Background: an optimization exercise with open tools, aiming at small area and a short achievable clock period. Do not read the settings as production practice. The RTL was checked by simulation tests, not by an equivalence proof against the original design. No activity file was given, so power comes from the tool's default toggle rates.

## arrmul
module arrmul (
  input  logic         clk,
  input  logic         reset,
  input  logic [0:127] reg_A,
  input  logic [0:127] reg_B,
  input  logic [0:1]   ctrl_ww,
  input  logic [0:4]   alu_op,
  output logic [0:127] result
);
  logic [31:0] prod [4];
  logic [0:127] nxt;
  for (genvar k = 0; k < 4; k++) begin : g_lane
    mul16_lane u_mul (
      .xa(reg_A[32*k +: 32]), .xb(reg_B[32*k +: 32]), .ctrl_ww(ctrl_ww), .alu_op(alu_op), .p(prod[k])
    );
  end
  assign nxt = {prod[0], prod[1], prod[2], prod[3]};
  always_ff @(posedge clk or negedge reset) begin
    if (!reset) result <= '0;
    else result <= nxt;
  end
endmodule
For scale: roughly 3,600 cells after synthesis, ~390 I/O pins.
==> flow/config.mk <==
export PLATFORM = sky130hd
export DESIGN_NAME = arrmul
export DESIGN_NICKNAME = arrmul
export VERILOG_FILES = /design/flow/design.v
export SDC_FILE = /design/flow/constraint.sdc
export NUM_CORES = 4
export LEC_CHECK = 0
export CAP_MARGIN = 20
export CORE_MARGIN = 2
export CORE_UTILIZATION = 40
export SLEW_MARGIN = 20
export SYNTH_HIERARCHICAL = 1
==> flow/constraint.sdc <==
create_clock -name core_clock -period 15.0 [get_ports {clk}]
set_input_delay 3.0000 -clock core_clock [delete_from_list [all_inputs] [get_ports {clk}]]
set_output_delay 3.0000 -clock core_clock [all_outputs]
set_load 0.01 [all_outputs]
standard.sh (not shown) runs the stock make flow with config.mk's settings and CLKGATE_MAP_FILE= SYNTH_SCRIPT=/design/flow/synth_recipe.tcl, a recipe that flattens the netlist after the stock synthesis.
==> flow/flow/run.sh <==
#!/bin/bash
# Standard ORFS layout with extra make settings from flow/make_args.txt (one VAR=value per
# line): the port buffers' cell and timing-repair margins. make's full output goes to make.log.
set -euo pipefail
args=()
while IFS= read -r line; do
  [[ -z "$line" || "$line" == \#* ]] && continue
  args+=("$line")
done < flow/make_args.txt
bash standard.sh "${args[@]}" finish > make.log 2>&1
==> flow/flow/make_args.txt <==
BUFFER_PORTS_ARGS=-buffer_cell sky130_fd_sc_hd__buf_1
SETUP_SLACK_MARGIN=5
Then changed:
--- a/flow/design.v
+++ b/flow/design.v
@@ -24,41 +24,32 @@
   input  logic b,
   output logic s,
   output logic co
 );
   assign s = a ^ b;
   assign co = a & b;
 endmodule
 module mul16_lane (
   input  logic [31:0] xa,
   input  logic [31:0] xb,
-  input  logic [0:1]  ctrl_ww,
-  input  logic [0:4]  alu_op,
+  input  logic        sel_e,     
+  input  logic        sel_o,     
+  input  logic        sel_e16,   
+  input  logic        sel_e8,    
+  input  logic        sel_o16,   
+  input  logic        sel_o8,    
+  input  logic        valid,     
+  input  logic        sv,        
+  input  logic        s8,        
+  input  logic        s16,       
   output logic [31:0] p
 );
-  logic mul, w8, w16, odd, sgn, valid, sv, s8, s16;
-  logic sel_e, sel_o, sel_e16, sel_e8, sel_o16, sel_o8;
-  assign mul = alu_op[0:2] == 3'b100;   
-  assign w8 = ctrl_ww == 2'd0;
-  assign w16 = ctrl_ww == 2'd1;
-  assign sgn = alu_op[3];
-  assign odd = alu_op[4];
-  assign sel_e = ~odd;
-  assign sel_o = odd;
-  assign sel_e16 = ~odd & ctrl_ww[1];
-  assign sel_e8 = ~odd & ~ctrl_ww[1];
-  assign sel_o16 = odd & ctrl_ww[1];
-  assign sel_o8 = odd & ~ctrl_ww[1];
-  assign valid = mul & (w8 | w16);
-  assign sv = mul & sgn & (w8 | w16);
-  assign s8 = mul & sgn & w8;
-  assign s16 = mul & sgn & w16;
   logic [15:0] a, b, ag, bg;
   logic [31:0] x, y, sum;
   assign a[15:8] = ({8{sel_e}} & xa[31:24]) | ({8{sel_o16}} & xa[15:8]) | ({8{sel_o8}} & xa[23:16]);
   assign a[7:0] = ({8{sel_o}} & xa[7:0]) | ({8{sel_e16}} & xa[23:16]) | ({8{sel_e8}} & xa[15:8]);
   assign b[15:8] = {8{valid}} & (({8{sel_e}} & xb[31:24]) | ({8{sel_o16}} & xb[15:8]) | ({8{sel_o8}} & xb[23:16]));
   assign b[7:0] = {8{valid}} & (({8{sel_o}} & xb[7:0]) | ({8{sel_e16}} & xb[23:16]) | ({8{sel_e8}} & xb[15:8]));
   assign ag = {8'h00, ({8{sel_o16}} & xa[7:0]) | ({8{sel_e16}} & xa[23:16])};
   assign bg = {8'h00, {8{valid}} & (({8{sel_o16}} & xb[7:0]) | ({8{sel_e16}} & xb[23:16]))};
   logic pp1, pp2, pp3, pp4, pp5, pp6, pp7, pp8, pp9, pp10, pp11, pp12, pp13, pp14, pp15, pp16;
   logic pp17, pp18, pp19, pp20, pp21, pp22, pp23, pp24, pp25, pp26, pp27, pp28, pp29, pp30, pp31, pp32;
@@ -828,23 +819,42 @@
 endmodule
 module arrmul (
   input  logic         clk,
   input  logic         reset,
   input  logic [0:127] reg_A,
   input  logic [0:127] reg_B,
   input  logic [0:1]   ctrl_ww,
   input  logic [0:4]   alu_op,
   output logic [0:127] result
 );
+  logic        mul, w8, w16, sgn, odd, valid;
+  logic        sel_e, sel_o, sel_e16, sel_e8, sel_o16, sel_o8, sv, s8, s16;
   logic [31:0] prod [4];
   logic [0:127] nxt;
+  assign mul = alu_op[0:2] == 3'b100;   
+  assign w8 = ctrl_ww == arrmul_pkg::w8;
+  assign w16 = ctrl_ww == arrmul_pkg::w16;
+  assign sgn = alu_op[3];
+  assign odd = alu_op[4];
+  assign sel_e = ~odd;
+  assign sel_o = odd;
+  assign sel_e16 = ~odd & ctrl_ww[1];
+  assign sel_e8 = ~odd & ~ctrl_ww[1];
+  assign sel_o16 = odd & ctrl_ww[1];
+  assign sel_o8 = odd & ~ctrl_ww[1];
+  assign valid = mul & (w8 | w16);
+  assign sv = mul & sgn & (w8 | w16);
+  assign s8 = mul & sgn & w8;
+  assign s16 = mul & sgn & w16;
   for (genvar k = 0; k < 4; k++) begin : g_lane
     mul16_lane u_mul (
-      .xa(reg_A[32*k +: 32]), .xb(reg_B[32*k +: 32]), .ctrl_ww(ctrl_ww), .alu_op(alu_op), .p(prod[k])
+      .xa(reg_A[32*k +: 32]), .xb(reg_B[32*k +: 32]),
+      .sel_e(sel_e), .sel_o(sel_o), .sel_e16(sel_e16), .sel_e8(sel_e8), .sel_o16(sel_o16), .sel_o8(sel_o8),
+      .valid(valid), .sv(sv), .s8(s8), .s16(s16), .p(prod[k])
     );
   end
   assign nxt = {prod[0], prod[1], prod[2], prod[3]};
   always_ff @(posedge clk or negedge reset) begin
     if (!reset) result <= '0;
     else result <= nxt;
   end
 endmodule
After rerunning: The changed run produced a clean layout. Worst setup slack is better by 0.015 ns. Total power falls by 7.0%. Clock power came out lower by 11%. Design area goes down by about 2.6%. Wire length climbs by 1.8%. Die area fell by about 2.7%. Synthesized cell count shrinks by 5.9%. Fmax stays flat. Via count went down by 0.49%.

[re-timing with driven ports]
The results above use ideal ports. As a check the final layouts listed here were re-extracted and re-timed, cells and wires unchanged. Step 1 sets driving cells, clkbuf_16 on the clock port and buf_2 on the other inputs (assumed; they add their load-dependent delay and slew). Step 2 also shifts input and output timing later by t, the mid clock arrival at the registers, as if the neighbouring blocks saw the same clock. Slacks: ideal / step 1 / step 2; pairs: ideal / step 1.
run | shift t [ns] | setup WS [ns] | hold WS [ns] | worst setup path after step 2 | pins driven straight from the clock port
the first run | 0.565 | 5.255 / 5.294 / 4.729 | 2.504 / 2.467 / 3.032 | input to register | 1
the second run | 0.569 | 5.271 / 5.220 / 4.652 | 2.491 / 2.446 / 3.014 | input to register | 1
After both steps setup and hold are still met in every run listed. For the second run, which loses most, drivers alone change the setup slack by -0.051 ns; drivers and shift together by -0.619 ns.
